This is an optimization exercise on Yosys and OpenROAD, whose aim is small area and a short achievable clock period, not a production implementation. The RTL was checked by simulation tests, not by an equivalence proof against the original design. Power figures rest on the tool's default switching activity, not on a simulated workload.

==> flow/design.v <==
`default_nettype none
package coeff_regs_pkg;
  localparam int ADDR_W = 8;
  localparam int DATA_W = 16;
  localparam int IIR_STAGES = 8;
  localparam int FIR_TAPS   = 32;
  localparam int STAGE_W = $clog2(IIR_STAGES);
  localparam int INDEX_W = $clog2(FIR_TAPS);
  localparam logic [ADDR_W-1:0] A1_BASE = 8'h00;
  localparam logic [ADDR_W-1:0] A2_BASE = 8'h10;
  localparam logic [ADDR_W-1:0] B0_BASE = 8'h20;
  localparam logic [ADDR_W-1:0] B1_BASE = 8'h30;
  localparam logic [ADDR_W-1:0] B2_BASE = 8'h40;
  localparam logic [ADDR_W-1:0] FIR_BASE = 8'h50;
  localparam logic [ADDR_W-1:0] CTRL_ADDR = 8'hF0;
  typedef logic [DATA_W-1:0] coeff_t;
  typedef enum logic [2:0] {
    REGION_A1,
    REGION_A2,
    REGION_B0,
    REGION_B1,
    REGION_B2,
    REGION_FIR,
    REGION_CTRL,
    REGION_NONE
  } coeff_region_e;
endpackage
`default_nettype wire
`timescale 1ns/100ps
`default_nettype none
module coeff_addr_decode (
  input  logic [coeff_regs_pkg::ADDR_W-1:0]  address,
  output coeff_regs_pkg::coeff_region_e      region,
  output logic [coeff_regs_pkg::INDEX_W-1:0] index
);
  logic [coeff_regs_pkg::ADDR_W-1:0] section_base;
  logic [coeff_regs_pkg::ADDR_W-1:0] fir_offset;
  assign section_base = {address[coeff_regs_pkg::ADDR_W-1:coeff_regs_pkg::STAGE_W],
                         {coeff_regs_pkg::STAGE_W{1'b0}}};
  assign fir_offset   = address - coeff_regs_pkg::FIR_BASE;
  always_comb begin
    region = coeff_regs_pkg::REGION_NONE;
    index  = '0;
    if (address == coeff_regs_pkg::CTRL_ADDR) begin
      region = coeff_regs_pkg::REGION_CTRL;
    end else if (fir_offset[coeff_regs_pkg::ADDR_W-1:coeff_regs_pkg::INDEX_W] == '0) begin
      region = coeff_regs_pkg::REGION_FIR;
      index  = fir_offset[coeff_regs_pkg::INDEX_W-1:0];
    end else begin
      case (section_base)
        coeff_regs_pkg::A1_BASE: region = coeff_regs_pkg::REGION_A1;
        coeff_regs_pkg::A2_BASE: region = coeff_regs_pkg::REGION_A2;
        coeff_regs_pkg::B0_BASE: region = coeff_regs_pkg::REGION_B0;
        coeff_regs_pkg::B1_BASE: region = coeff_regs_pkg::REGION_B1;
        coeff_regs_pkg::B2_BASE: region = coeff_regs_pkg::REGION_B2;
        default:                 region = coeff_regs_pkg::REGION_NONE;
      endcase
      if (region != coeff_regs_pkg::REGION_NONE) begin
        index = {{(coeff_regs_pkg::INDEX_W - coeff_regs_pkg::STAGE_W){1'b0}},
                 address[coeff_regs_pkg::STAGE_W-1:0]};
      end
    end
  end
endmodule
`default_nettype wire
`timescale 1ns/100ps
`default_nettype none
module coeff_store (
  input  logic                                   clk,
  input  logic                                   rst_n,
  input  logic                                   write_en,
  input  coeff_regs_pkg::coeff_region_e          write_region,
  input  logic [coeff_regs_pkg::INDEX_W-1:0]     write_index,
  input  coeff_regs_pkg::coeff_t                 write_data,
  output coeff_regs_pkg::coeff_t [coeff_regs_pkg::IIR_STAGES-1:0] coeff_a1,
  output coeff_regs_pkg::coeff_t [coeff_regs_pkg::IIR_STAGES-1:0] coeff_a2,
  output coeff_regs_pkg::coeff_t [coeff_regs_pkg::IIR_STAGES-1:0] coeff_b0,
  output coeff_regs_pkg::coeff_t [coeff_regs_pkg::IIR_STAGES-1:0] coeff_b1,
  output coeff_regs_pkg::coeff_t [coeff_regs_pkg::IIR_STAGES-1:0] coeff_b2,
  output coeff_regs_pkg::coeff_t [coeff_regs_pkg::FIR_TAPS-1:0]   fir_coeff,
  output logic                                   filter_select
);
  logic [coeff_regs_pkg::STAGE_W-1:0] stage;
  assign stage = write_index[coeff_regs_pkg::STAGE_W-1:0];
  always_ff @(posedge clk or negedge rst_n) begin
    if (~rst_n) begin
      coeff_a1 <= '0;
      coeff_a2 <= '0;
      coeff_b0 <= '0;
      coeff_b1 <= '0;
      coeff_b2 <= '0;
    end else if (write_en) begin
      case (write_region)
        coeff_regs_pkg::REGION_A1: coeff_a1[stage] <= write_data;
        coeff_regs_pkg::REGION_A2: coeff_a2[stage] <= write_data;
        coeff_regs_pkg::REGION_B0: coeff_b0[stage] <= write_data;
        coeff_regs_pkg::REGION_B1: coeff_b1[stage] <= write_data;
        coeff_regs_pkg::REGION_B2: coeff_b2[stage] <= write_data;
        default: ;
      endcase
    end
  end
  always_ff @(posedge clk or negedge rst_n) begin
    if (~rst_n) begin
      fir_coeff <= '0;
    end else if (write_en && write_region == coeff_regs_pkg::REGION_FIR) begin
      fir_coeff[write_index] <= write_data;
    end
  end
  always_ff @(posedge clk or negedge rst_n) begin
    if (~rst_n) begin
      filter_select <= 1'b0;
    end else if (write_en && write_region == coeff_regs_pkg::REGION_CTRL) begin
      filter_select <= write_data[0];
    end
  end
endmodule
`default_nettype wire
`timescale 1ns/100ps
`default_nettype none
module coeff_readback (
  input  logic                                   clk,
  input  logic                                   rst_n,
  input  coeff_regs_pkg::coeff_region_e          read_region,
  input  logic [coeff_regs_pkg::INDEX_W-1:0]     read_index,
  input  coeff_regs_pkg::coeff_t [coeff_regs_pkg::IIR_STAGES-1:0] coeff_a1,
  input  coeff_regs_pkg::coeff_t [coeff_regs_pkg::IIR_STAGES-1:0] coeff_a2,
  input  coeff_regs_pkg::coeff_t [coeff_regs_pkg::IIR_STAGES-1:0] coeff_b0,
  input  coeff_regs_pkg::coeff_t [coeff_regs_pkg::IIR_STAGES-1:0] coeff_b1,
  input  coeff_regs_pkg::coeff_t [coeff_regs_pkg::IIR_STAGES-1:0] coeff_b2,
  input  coeff_regs_pkg::coeff_t [coeff_regs_pkg::FIR_TAPS-1:0]   fir_coeff,
  input  logic                                   filter_select,
  output coeff_regs_pkg::coeff_t                 read_data
);
  logic [coeff_regs_pkg::STAGE_W-1:0] stage;
  coeff_regs_pkg::coeff_t             read_next;
  assign stage = read_index[coeff_regs_pkg::STAGE_W-1:0];
  always_comb begin
    case (read_region)
      coeff_regs_pkg::REGION_A1:   read_next = coeff_a1[stage];
      coeff_regs_pkg::REGION_A2:   read_next = coeff_a2[stage];
      coeff_regs_pkg::REGION_B0:   read_next = coeff_b0[stage];
      coeff_regs_pkg::REGION_B1:   read_next = coeff_b1[stage];
      coeff_regs_pkg::REGION_B2:   read_next = coeff_b2[stage];
      coeff_regs_pkg::REGION_FIR:  read_next = fir_coeff[read_index];
      coeff_regs_pkg::REGION_CTRL: read_next = {{(coeff_regs_pkg::DATA_W-1){1'b0}},
                                                filter_select};
      default:                     read_next = '0;
    endcase
  end
  always_ff @(posedge clk or negedge rst_n) begin
    if (~rst_n) begin
      read_data <= '0;
    end else begin
      read_data <= read_next;
    end
  end
endmodule
`default_nettype wire
`timescale 1ns/100ps
`default_nettype none
module coeff_ctrl_regs (
  input  logic                                   clk,
  input  logic                                   rst_n,
  input  logic [coeff_regs_pkg::ADDR_W-1:0]      write_address,
  input  coeff_regs_pkg::coeff_t                 write_data,
  input  logic                                   write_en,
  input  logic [coeff_regs_pkg::ADDR_W-1:0]      read_address,
  output coeff_regs_pkg::coeff_t                 read_data,
  output coeff_regs_pkg::coeff_t [coeff_regs_pkg::IIR_STAGES-1:0] coeff_a1,
  output coeff_regs_pkg::coeff_t [coeff_regs_pkg::IIR_STAGES-1:0] coeff_a2,
  output coeff_regs_pkg::coeff_t [coeff_regs_pkg::IIR_STAGES-1:0] coeff_b0,
  output coeff_regs_pkg::coeff_t [coeff_regs_pkg::IIR_STAGES-1:0] coeff_b1,
  output coeff_regs_pkg::coeff_t [coeff_regs_pkg::IIR_STAGES-1:0] coeff_b2,
  output coeff_regs_pkg::coeff_t [coeff_regs_pkg::FIR_TAPS-1:0]   fir_coeff,
  output logic                                   filter_select
);
  coeff_regs_pkg::coeff_region_e          write_region;
  logic [coeff_regs_pkg::INDEX_W-1:0]     write_index;
  coeff_regs_pkg::coeff_region_e          read_region;
  logic [coeff_regs_pkg::INDEX_W-1:0]     read_index;
  coeff_addr_decode u_write_decode (
    .address (write_address),
    .region  (write_region),
    .index   (write_index)
  );
  coeff_addr_decode u_read_decode (
    .address (read_address),
    .region  (read_region),
    .index   (read_index)
  );
  coeff_store u_store (
    .clk           (clk),
    .rst_n         (rst_n),
    .write_en      (write_en),
    .write_region  (write_region),
    .write_index   (write_index),
    .write_data    (write_data),
    .coeff_a1      (coeff_a1),
    .coeff_a2      (coeff_a2),
    .coeff_b0      (coeff_b0),
    .coeff_b1      (coeff_b1),
    .coeff_b2      (coeff_b2),
    .fir_coeff     (fir_coeff),
    .filter_select (filter_select)
  );
  coeff_readback u_readback (
    .clk           (clk),
    .rst_n         (rst_n),
    .read_region   (read_region),
    .read_index    (read_index),
    .coeff_a1      (coeff_a1),
    .coeff_a2      (coeff_a2),
    .coeff_b0      (coeff_b0),
    .coeff_b1      (coeff_b1),
    .coeff_b2      (coeff_b2),
    .fir_coeff     (fir_coeff),
    .filter_select (filter_select),
    .read_data     (read_data)
  );
endmodule
`default_nettype wire
==> flow/run.sh <==
#!/bin/bash
# synth_recipe.tcl (not shown) runs the flow's synth.tcl, then flattens the netlist and writes it again
# the make line also repeats each setting of config.mk as NAME=value (left out here)
make -C /OpenROAD-flow-scripts/flow DESIGN_CONFIG=/design/flow/config.mk WORK_HOME=/design/flow/orfs CLKGATE_MAP_FILE= SYNTH_SCRIPT=/design/flow/synth_recipe.tcl finish
==> flow/config.mk <==
export PLATFORM = sky130hd
export DESIGN_NAME = coeff_ctrl_regs
export DESIGN_NICKNAME = coeff_ctrl_regs
export VERILOG_FILES = /design/flow/design.v
export SDC_FILE = /design/flow/constraint.sdc
export NUM_CORES = 4
export LEC_CHECK = 0
export CAP_MARGIN = 20
export CORE_MARGIN = 2
export CORE_UTILIZATION = 40
export SLEW_MARGIN = 20
==> flow/constraint.sdc <==
create_clock -name core_clock -period 5.0 [get_ports {clk}]
set_input_delay 1.0000 -clock core_clock [delete_from_list [all_inputs] [get_ports {clk}]]
set_output_delay 1.0000 -clock core_clock [all_outputs]
set_load 0.01 [all_outputs]
==> impl_metrics.env <==
export IMPL_synth_main_ff_cell="dfrtp_1"
export IMPL_worst_pin_slew_ns=1.11
export IMPL_dp_hpwl_um=229000
export IMPL_place_ws_ns=-0.266
export IMPL_netlist_instances=4396
export IMPL_reg2reg_slack_ns=2.24
export IMPL_cts_setup_buffers=0
export IMPL_die_w_um=368
export IMPL_fin_nets=5762
export IMPL_firstDrtPassIters=8
export IMPL_grt_start_max_net_pins=129
export IMPL_core_area_mm2=0.131
export IMPL_layout_cells_non_filler=7581
export IMPL_synth_cell_area_mm2=0.0530
export IMPL_skew_ns=0.0281
export IMPL_route_met2_wl_um=132000
export IMPL_wirelength_um=314000
export IMPL_hold_path_class="input port to async pin"
export IMPL_synth_edf_count=0
export IMPL_avgSynthCellArea_um2=12.1
export IMPL_synthesis_nets=4440
export IMPL_slew_violations=0
export IMPL_grt_total_usage_pct=45.2
export IMPL_numCtsBuffers=132
export IMPL_rsz0062_at_grt="no"
export IMPL_timing_fmax_ghz=0.221
export IMPL_clkTransAtPathRegs_ns=0.06
export IMPL_drive_gt1_share_pct=21.7
export IMPL_antenna_left=0
export IMPL_cp_required_ns=5.72
export IMPL_area_growth_syn_to_layout_pct=39.7
export IMPL_finalWeightedCongestion=0.977
export IMPL_dp_cells=7339
export IMPL_ys_async_sr_fraction_pct=100
export IMPL_yosysWarnings=3
export IMPL_p_leak_nw=31.4
export IMPL_hold_violations=0
export IMPL_io_pins=1204
export IMPL_stdcell_area_mm2=0.0740
export IMPL_chipHeight_um=368
export IMPL_initial_utilization_pct=40.3
export IMPL_ys_seq_area_share_pct=55.2
export IMPL_numClockSinks=1169
export IMPL_setup_worst_path_end_class="flop"
export IMPL_critPathArrivalTime_ns=5.24
export IMPL_cp_startpoint="read_address[5]"
export IMPL_grt_pass1_wl_um=423000
export IMPL_drc=0
export IMPL_postCtsHoldBufs=0
export IMPL_worstPathMaxFanout=20
export IMPL_first_global_vias=47792
export IMPL_dr_max_layer_used="met5"
export IMPL_maxSlewHeadroom_pct=26.2
export IMPL_cts_buffer_depth=3
export IMPL_worstSetupPathType="input port to flop"
export IMPL_worstReg2RegStart="u_store.coeff_b2[46]"
export IMPL_cts_tree="yes"
export IMPL_rr_worst_depth=8
export IMPL_rows=133
export IMPL_ctsRootBufferMaster="clkbuf_16"
export IMPL_multi_input_area_mm2=0.0222
export IMPL_hold_ws_ns=0.285
export IMPL_ys_ff_latch=1169
export IMPL_period_minus_slack_ns=4.52
export IMPL_pwr_density_cell_mw_per_mm2=297
export IMPL_m1WireLength_um=120000
export IMPL_finalCritPeriodShare_pct=90.4
export IMPL_outcome="no timing/DRC/antenna violations"
export IMPL_grt_antenna_before_repair=21
export IMPL_cts_resized=0
export IMPL_wl_per_cell_um=41.4
export IMPL_port_buffers=1203
export IMPL_die_area_mm2=0.135
export IMPL_nFillCells=11222
export IMPL_met3WireLength_um=38900
export IMPL_peakVddDrop_mv=0.317
export IMPL_p_total_mw=22.0
export IMPL_insertion_delay_ns=0.81
export IMPL_ys_types=85
export IMPL_maxCapViolCount=0
export IMPL_overflow=0
export IMPL_setup_viol=0
export IMPL_vias=50800
export IMPL_worst_slack_ns=0.481
export IMPL_dpl_instance_area_mm2=0.0696
export IMPL_post_drt_via_cell_ratio=6.70
export IMPL_first_iter_violations=7793
export IMPL_cts_htree_levels=4
export IMPL_crit_path_start_kind="input port"
export IMPL_seq_area_mm2=0.0293
==> worst max-delay path, stage by stage <==
cell,delay [ns]
clkdlybuf4s50_1,0.66
inv_1,0.12
ha_1,0.30
nor2b_1,0.27
a41oi_4,0.21
buf_4,0.23
a21oi_4,0.20
buf_12,0.22
buf_4,0.30
buf_4,0.28
a21oi_1,0.06
a21oi_1,0.60
o21ai_0,0.52
nand4b_1,0.24
==> where the power goes <==
part | leakage (nW) | internal, mW | switching, mW
Sequential | 16.3 | 9.59 | 0.173
Clock | 2.19 | 5.90 | 4.27
Combinational | 12.9 | 0.679 | 1.34
Total | 31.4 | 16.2 | 5.78
==> metrics by stage <==
stage | TNS, ns | utilization [%]
2_1_floorplan | 0 | -
3_3_place_gp | -1.59 | 52.9
3_5_place_dp | -0.896 | 52.9
4_1_cts | 0 | 56.3
5_1_grt | 0 | 56.3
6_report | 0 | 56.3
==> placed cells by master (no fill, tap or decap), types with 57 or more instances in the layout <==
| cell type | netlist | layout |
|---|---|---|
| buf_4 | 9 | 304 |
| a22o_1 | 57 | 57 |
| buf_12 | 2 | 82 |
| nand2_1 | 500 | 499 |
| o2bb2ai_1 | 561 | 561 |
| mux2_2 | 509 | 509 |
| o21ai_0 | 142 | 142 |
| mux2i_1 | 89 | 89 |
| a221oi_1 | 85 | 85 |
| clkbuf_16 | 0 | 138 |
| nand3_1 | 79 | 77 |
| a21oi_1 | 145 | 143 |
| dfrtp_1 | 1169 | 1169 |
| nor2_1 | 73 | 61 |
| clkdlybuf4s50_1 | 0 | 1183 |
==> final cells by class <==
cell class                      count  share of cell area (%)
Clock buffer                      190                    5.21
Multi-Input combinational cell   2811                    30.0
Timing Repair Buffer             1590                    21.5
Clock inverter                     45                   0.766
Inverter                           14                  0.0710
Antenna cell                        7                  0.0237
Tap cell                         1755                    2.97
Sequential cell                  1169                    39.5
==> registers in the layout, summed over array words and instances, names as in the netlist <==
register               cells
u_store.coeff_b2         128
u_store.coeff_b1         128
u_store.fir_coeff        512
u_readback.read_data      16
u_store.coeff_a1         128
u_store.filter_select      1
u_store.coeff_b0         128
u_store.coeff_a2         128
==> Yosys cell counts (10+ instances only) <==
master     number  area [um^2]
nor4_1         14         87.6
nand2_1       500         1880
a2111oi_0      17          149
a22o_1         57          499
dfrtp_1      1169        29300
nand4_1        31          194
clkbuf_1      225          845
a22oi_1        54          405
nand2b_1       10         62.6
nor2_1         73          274
buf_1          41          154
a211oi_1       39          293
a222oi_1       23          230
mux4_2         29          653
inv_1          12         45.0
a221oi_1       85          744
o22ai_1        10         62.6
o2bb2ai_1     561         4910
o211ai_1       19          143
mux2_2        509         5730
buf_2         119          596
nand3_1        79          395
mux2i_1        89          891
a31oi_1        31          194
a221o_1        22          220
nor3_1         30          150
o2111ai_1      10         87.6
mux2_4         30          450
a21oi_1       145          726
o21ai_0       142          711
and3_1         25          156
or3_1          10         62.6
==> routing by layer <==
layer,up-vias,global-route usage [%]
met5,-,0.570
met4,16,26.1
met2,4077,64.8
met3,874,15.2
met1,26420,59.3
li1,19413,-
==> cells by family after synthesis <==
kind of cell,synth area share [%]
xor+xnor,0.0165
mux,14.7
fa+ha+maj,0.213
buf+inv,3.44
simple gates,7.31
compound gates,19.1
flops,55.2
==> worst paths after layout <==
check / end
hold / removal: u_store.coeff_b1[123]
setup / recovery: u_readback.read_data[10]
setup reg to reg: u_readback.read_data[14]
max in group asynchronous: u_store.fir_coeff[449]
hold reg to reg: u_store.coeff_b2[70]
min in group core_clock: u_store.coeff_b2[70]

==> re-timing with driven ports <==
No port has a modelled driver above. Below, the same layout with a new extraction and two added sets of constraints. Step 1, drivers: a clkbuf_16 drives clk and a buf_2 each remaining input, both assumed. Step 2 times the ports against the registers' clock, not the clock port: input delays grow and output delays shrink by t, the midpoint of the rising clock arrivals with the driver on. a / b / c = no drivers / after step 1 / after step 2; a / b = the first two.
t, ns: 0.877
slack for setup (ns): 0.481 / 0.523 / -0.354
worst setup path at the end: input to register
clock arrival spread, ns: 0.032 / 0.033
With both steps, setup timing fails in this run, where it was met with ideal ports. The setup slack of this run moves by +0.042 ns with the drivers and by -0.835 ns with both steps.
